Background: an optimization exercise with open tools, aiming at small area, a short achievable clock period and few clock cycles. Do not read the settings as production practice.
Only simulation tests tie the RTL to the original design; equivalence was not proved.
Power is estimated from default activity; no workload was simulated.

run a:
## parity_cpu_top
module parity_cpu_top (
	input  logic                   clk,
	input  logic                   arst_n,
	input  logic                   psel,
	input  logic                   penable,
	input  logic                   pwrite,
	input  logic [9-1:0] paddr,
	input  cpu_pkg::byte_t         pwdata,
	output cpu_pkg::byte_t         prdata,
	output logic                   pready,
	output logic                   pslverr
);
For scale: roughly 2200 flip-flops, ~32 I/O pins, roughly 0.056 mm2 of cells after synthesis.
export LEC_CHECK = 0
export CAP_MARGIN = 20
export CORE_MARGIN = 2
export CORE_UTILIZATION = 40
export CTS_BUF_LIST = sky130_fd_sc_hd__clkbuf_16
export CTS_CLUSTER_DIAMETER = 80
export CTS_CLUSTER_SIZE = 25
export SLEW_MARGIN = 20
create_clock -name core_clock -period 10.0 [get_ports {clk}]
standard.sh (not shown) runs the stock make flow with config.mk's settings and CLKGATE_MAP_FILE= SYNTH_SCRIPT=/design/flow/synth_recipe.tcl, a recipe that flattens the netlist after the stock synthesis.
==> flow/flow/run.sh <==
#!/bin/bash
set -euo pipefail
bash standard.sh SETUP_SLACK_MARGIN=6.5 finish > standard.log 2>&1
Run a: no failed stages, no open violations at the end
Testbench counts of run a, summed over its fixed seeds: cycles 10,229.
Changes in run b relative to run a:
==> flow/flow/run.sh <==
#!/bin/bash
set -euo pipefail
bash standard.sh SETUP_SLACK_MARGIN=6.8 finish > standard.log 2>&1
[summary]
- Run b reached the final stage; the timing, design-rule and antenna checks on its layout passed.
- Against run a, run b comes in 1.4 points higher on routing usage on met2.
- Run b -> run a: tap cell instance count delta 0, exact match
- Going from run a to run b, number of buffers added by the clock tree synthesis step lower; setup slack grew by 150 ps; worst supply voltage drop on vdd went down about 4%; share of the clock period used by the worst path saw a decrease.
- Total power, run b and run a: lower on run b
- In the flow results for run b and run a, the detailed-route wire length is smaller on run a.
- Any difference in number of failing hold endpoints at the final stage between run b and run a is small enough to ignore.
- Top layer used by detailed routing = met5: run b; top layer used by detailed routing = met4: run a
- Run comparison: run a slowest library cell on the worst path sky130_fd_sc_hd__clkdlybuf4s18_2; run b slowest library cell on the worst path sky130_fd_sc_hd__mux4_2
- The cell depth of the worst setup path in run b sits 3 above the value recorded for run a.
- Clock share of power (lower): run b

Another version of the RTL of parity_cpu_top (not shown whole).
Size in the first run: roughly 2200 flip-flops, roughly 55000 sq um of cells after synthesis.
// parity_cpu_top
module parity_cpu_top (
	input  logic                   clk,
	input  logic                   arst_n,
	input  logic                   psel,
	input  logic                   penable,
	input  logic                   pwrite,
	input  logic [9-1:0] paddr,
	input  cpu_pkg::byte_t         pwdata,
	output cpu_pkg::byte_t         prdata,
	output logic                   pready,
	output logic                   pslverr
);
Settings: LEC_CHECK=0, CAP_MARGIN=20, CORE_MARGIN=2, CORE_UTILIZATION=40, CTS_BUF_LIST=sky130_fd_sc_hd__clkbuf_16, CTS_CLUSTER_DIAMETER=80, CTS_CLUSTER_SIZE=25, SLEW_MARGIN=20; clock period 10.0 ns.
==> flow/flow/run.sh <==
#!/bin/bash
set -euo pipefail
bash standard.sh SETUP_SLACK_MARGIN=6.8 finish > standard.log 2>&1
Testbench counts at the start, summed over its fixed seeds: cycles 10,229.
Then changed:
==> flow/flow/run.sh (replaced) <==
#!/bin/bash
set -euo pipefail
bash standard.sh SETUP_SLACK_MARGIN=7.0 finish > standard.log 2>&1
=>
- die area stays the same
- global-route usage hardly moves
- setup slack is worse by 0.016 ns

## alpha
parity_cpu_top, a different RTL version from the one above (not shown whole).
Size: roughly 3500 cells after synthesis, about 32 I/O pins, roughly 0.054 sq mm of cells after synthesis.
==> flow/config.mk <==
export PLATFORM = sky130hd
export DESIGN_NAME = parity_cpu_top
export DESIGN_NICKNAME = parity_cpu_top
export VERILOG_FILES = /design/flow/design.v
export SDC_FILE = /design/flow/constraint.sdc
export NUM_CORES = 4
export LEC_CHECK = 0
export CAP_MARGIN = 20
export CORE_MARGIN = 2
export CORE_UTILIZATION = 65
export CTS_BUF_LIST = sky130_fd_sc_hd__clkbuf_16
export CTS_CLUSTER_DIAMETER = 80
export CTS_CLUSTER_SIZE = 25
export SLEW_MARGIN = 20
==> flow/constraint.sdc <==
create_clock -name core_clock -period 10.0 [get_ports {clk}]
set_input_delay 2.0000 -clock core_clock [delete_from_list [all_inputs] [get_ports {clk}]]
set_output_delay 2.0000 -clock core_clock [all_outputs]
set_load 0.01 [all_outputs]
==> flow/flow/run.sh <==
#!/bin/bash
set -euo pipefail
bash standard.sh SETUP_SLACK_MARGIN=6.6 finish > standard.log 2>&1
Both conditions hold for alpha: the flow ran to the end and the final layout passed the timing, design-rule and antenna checks.
Testbench counts of alpha, summed over its fixed seeds: cycles 10,229.
What beta does differently from alpha at the input level:
==> flow/flow/run.sh <==
#!/bin/bash
set -euo pipefail
bash standard.sh SETUP_SLACK_MARGIN=6.7 finish > standard.log 2>&1
### Flow results
Between beta and alpha, the tightest hold margin does not differ in any meaningful way.
As far as pre-CTS setup slack goes, beta and alpha are indistinguishable; the numbers are identical.
Between beta and alpha, the via count does not differ in any meaningful way.
Number of enable flip-flop cells after synthesis essentially unchanged between beta and alpha.
beta vs. alpha: cell area neither gained nor lost much; overall routed net length higher.

Starting RTL as in the previous note.
==> flow/config.mk <==
export PLATFORM = sky130hd
export DESIGN_NAME = parity_cpu_top
export DESIGN_NICKNAME = parity_cpu_top
export VERILOG_FILES = /design/flow/design.v
export SDC_FILE = /design/flow/constraint.sdc
export NUM_CORES = 4
export LEC_CHECK = 0
export CAP_MARGIN = 20
export CORE_MARGIN = 2
export CORE_UTILIZATION = 65
export CTS_BUF_LIST = sky130_fd_sc_hd__clkbuf_16
export CTS_CLUSTER_DIAMETER = 80
export CTS_CLUSTER_SIZE = 30
export SLEW_MARGIN = 20
==> flow/constraint.sdc <==
create_clock -name core_clock -period 10.0 [get_ports {clk}]
set_input_delay 2.0000 -clock core_clock [delete_from_list [all_inputs] [get_ports {clk}]]
set_output_delay 2.0000 -clock core_clock [all_outputs]
set_load 0.01 [all_outputs]
==> flow/flow/run.sh <==
#!/bin/bash
set -euo pipefail
bash standard.sh SETUP_SLACK_MARGIN=6.8 finish > standard.log 2>&1
The starting point finished with timing, DRC and antenna clean.
Testbench counts at the start, summed over its fixed seeds: cycles 10,229.
Change:
- CORE_UTILIZATION: 65 -> 55
- CTS_CLUSTER_SIZE: 30 -> 25
=>
- core utilization shrinks by 11 points
- final area rose by 0.72%
- routed wire length climbs by 2.2%
- area after synthesis does not change
- global-route usage shrinks by 2.8 points
- critical path depth falls by 1
- total power rises by 2.3%
- via count came out higher by 0.61%
- flip-flop and latch count stays the same
Change:
- CTS_CLUSTER_SIZE: 25 -> 30
The new run produced a clean layout.
Die area stays the same.
Non-clock buffer count drops by 2.
Clock-buffer cell count is lower by 16.
First-iteration DRC count rises by 8.7%.
Cell count goes down by 0.39%.
Change:
- CORE_UTILIZATION: 55 -> 65
- CTS_CLUSTER_SIZE: 30 -> 25
After rerunning: Design area rose by 0.41%; maximum frequency rose by 3.3%; register-to-register slack loses 0.03 ns; sequential power stays flat; synthesized area stays the same; power rose by 2.0%.
Change:
==> flow/flow/run.sh (replaced) <==
#!/bin/bash
set -euo pipefail
bash standard.sh SETUP_SLACK_MARGIN=6.9 finish > standard.log 2>&1
- CORE_UTILIZATION: 65 -> 55
The new run finished with timing, DRC and antenna clean. Cell count went up by a few percent. Synthesized cell count is unchanged. Worst setup slack degrades by 0.13 ns. Core utilization goes down by 11 points. Final area rises slightly. Hold slack improves by 0.021 ns.

-- re-timing with driven ports --
No port has a modelled driver above. Below, the same layouts with a new extraction and two added sets of constraints.
Step 1 sets driving cells, clkbuf_16 on the clock port and buf_2 on the other inputs (assumed; they add their load-dependent delay and slew).
Step 2 moves the port delays by t, midway between the first and last clock arrival at a register: inputs arrive t later, outputs are due t later. That takes back most of the time a late clock gives input paths.
Three values: ideal, step 1, step 2; two values: the first two.
run | t, ns | setup slack, ns | hold slack, ns | worst setup path after step 2 | clock arrival spread, ns
run a | 0.808 | 6.496 / 6.487 / 5.727 | 0.291 / 0.291 / 0.291 | input to register | 0.053 / 0.053
run b | 0.780 | 6.649 / 6.610 / 5.833 | 0.303 / 0.303 / 0.303 | input to register | 0.051 / 0.051
the first run of note 2 | 0.766 | 6.618 / 6.597 / 5.831 | 0.297 / 0.297 / 0.297 | input to register | 0.054 / 0.054
the second run of note 2 | 0.782 | 6.602 / 6.535 / 5.753 | 0.304 / 0.304 / 0.304 | input to register | 0.036 / 0.037
alpha | 0.738 | 6.602 / 6.550 / 5.812 | 0.294 / 0.294 / 0.294 | input to register | 0.049 / 0.050
beta | 0.738 | 6.609 / 6.520 / 5.782 | 0.295 / 0.295 / 0.295 | input to register | 0.050 / 0.050
the first run of note 4 | 0.727 | 6.576 / 6.427 / 5.700 | 0.311 / 0.311 / 0.311 | input to register | 0.044 / 0.044
the second run of note 4 | 0.764 | 6.578 / 6.439 / 5.675 | 0.313 / 0.313 / 0.313 | input to register | 0.046 / 0.046
the third run of note 4 | 0.740 | 6.493 / 6.352 / 5.612 | 0.322 / 0.322 / 0.322 | input to register | 0.034 / 0.034
the fourth run of note 4 | 0.740 | 6.606 / 6.540 / 5.800 | 0.290 / 0.290 / 0.290 | input to register | 0.060 / 0.060
the fifth run of note 4 | 0.766 | 6.471 / 6.364 / 5.599 | 0.311 / 0.311 / 0.311 | input to register | 0.049 / 0.049
After both steps setup and hold are still met in every run listed. The setup slack of the second run of note 4, which loses most, moves by -0.139 ns with the drivers and by -0.903 ns with both steps.
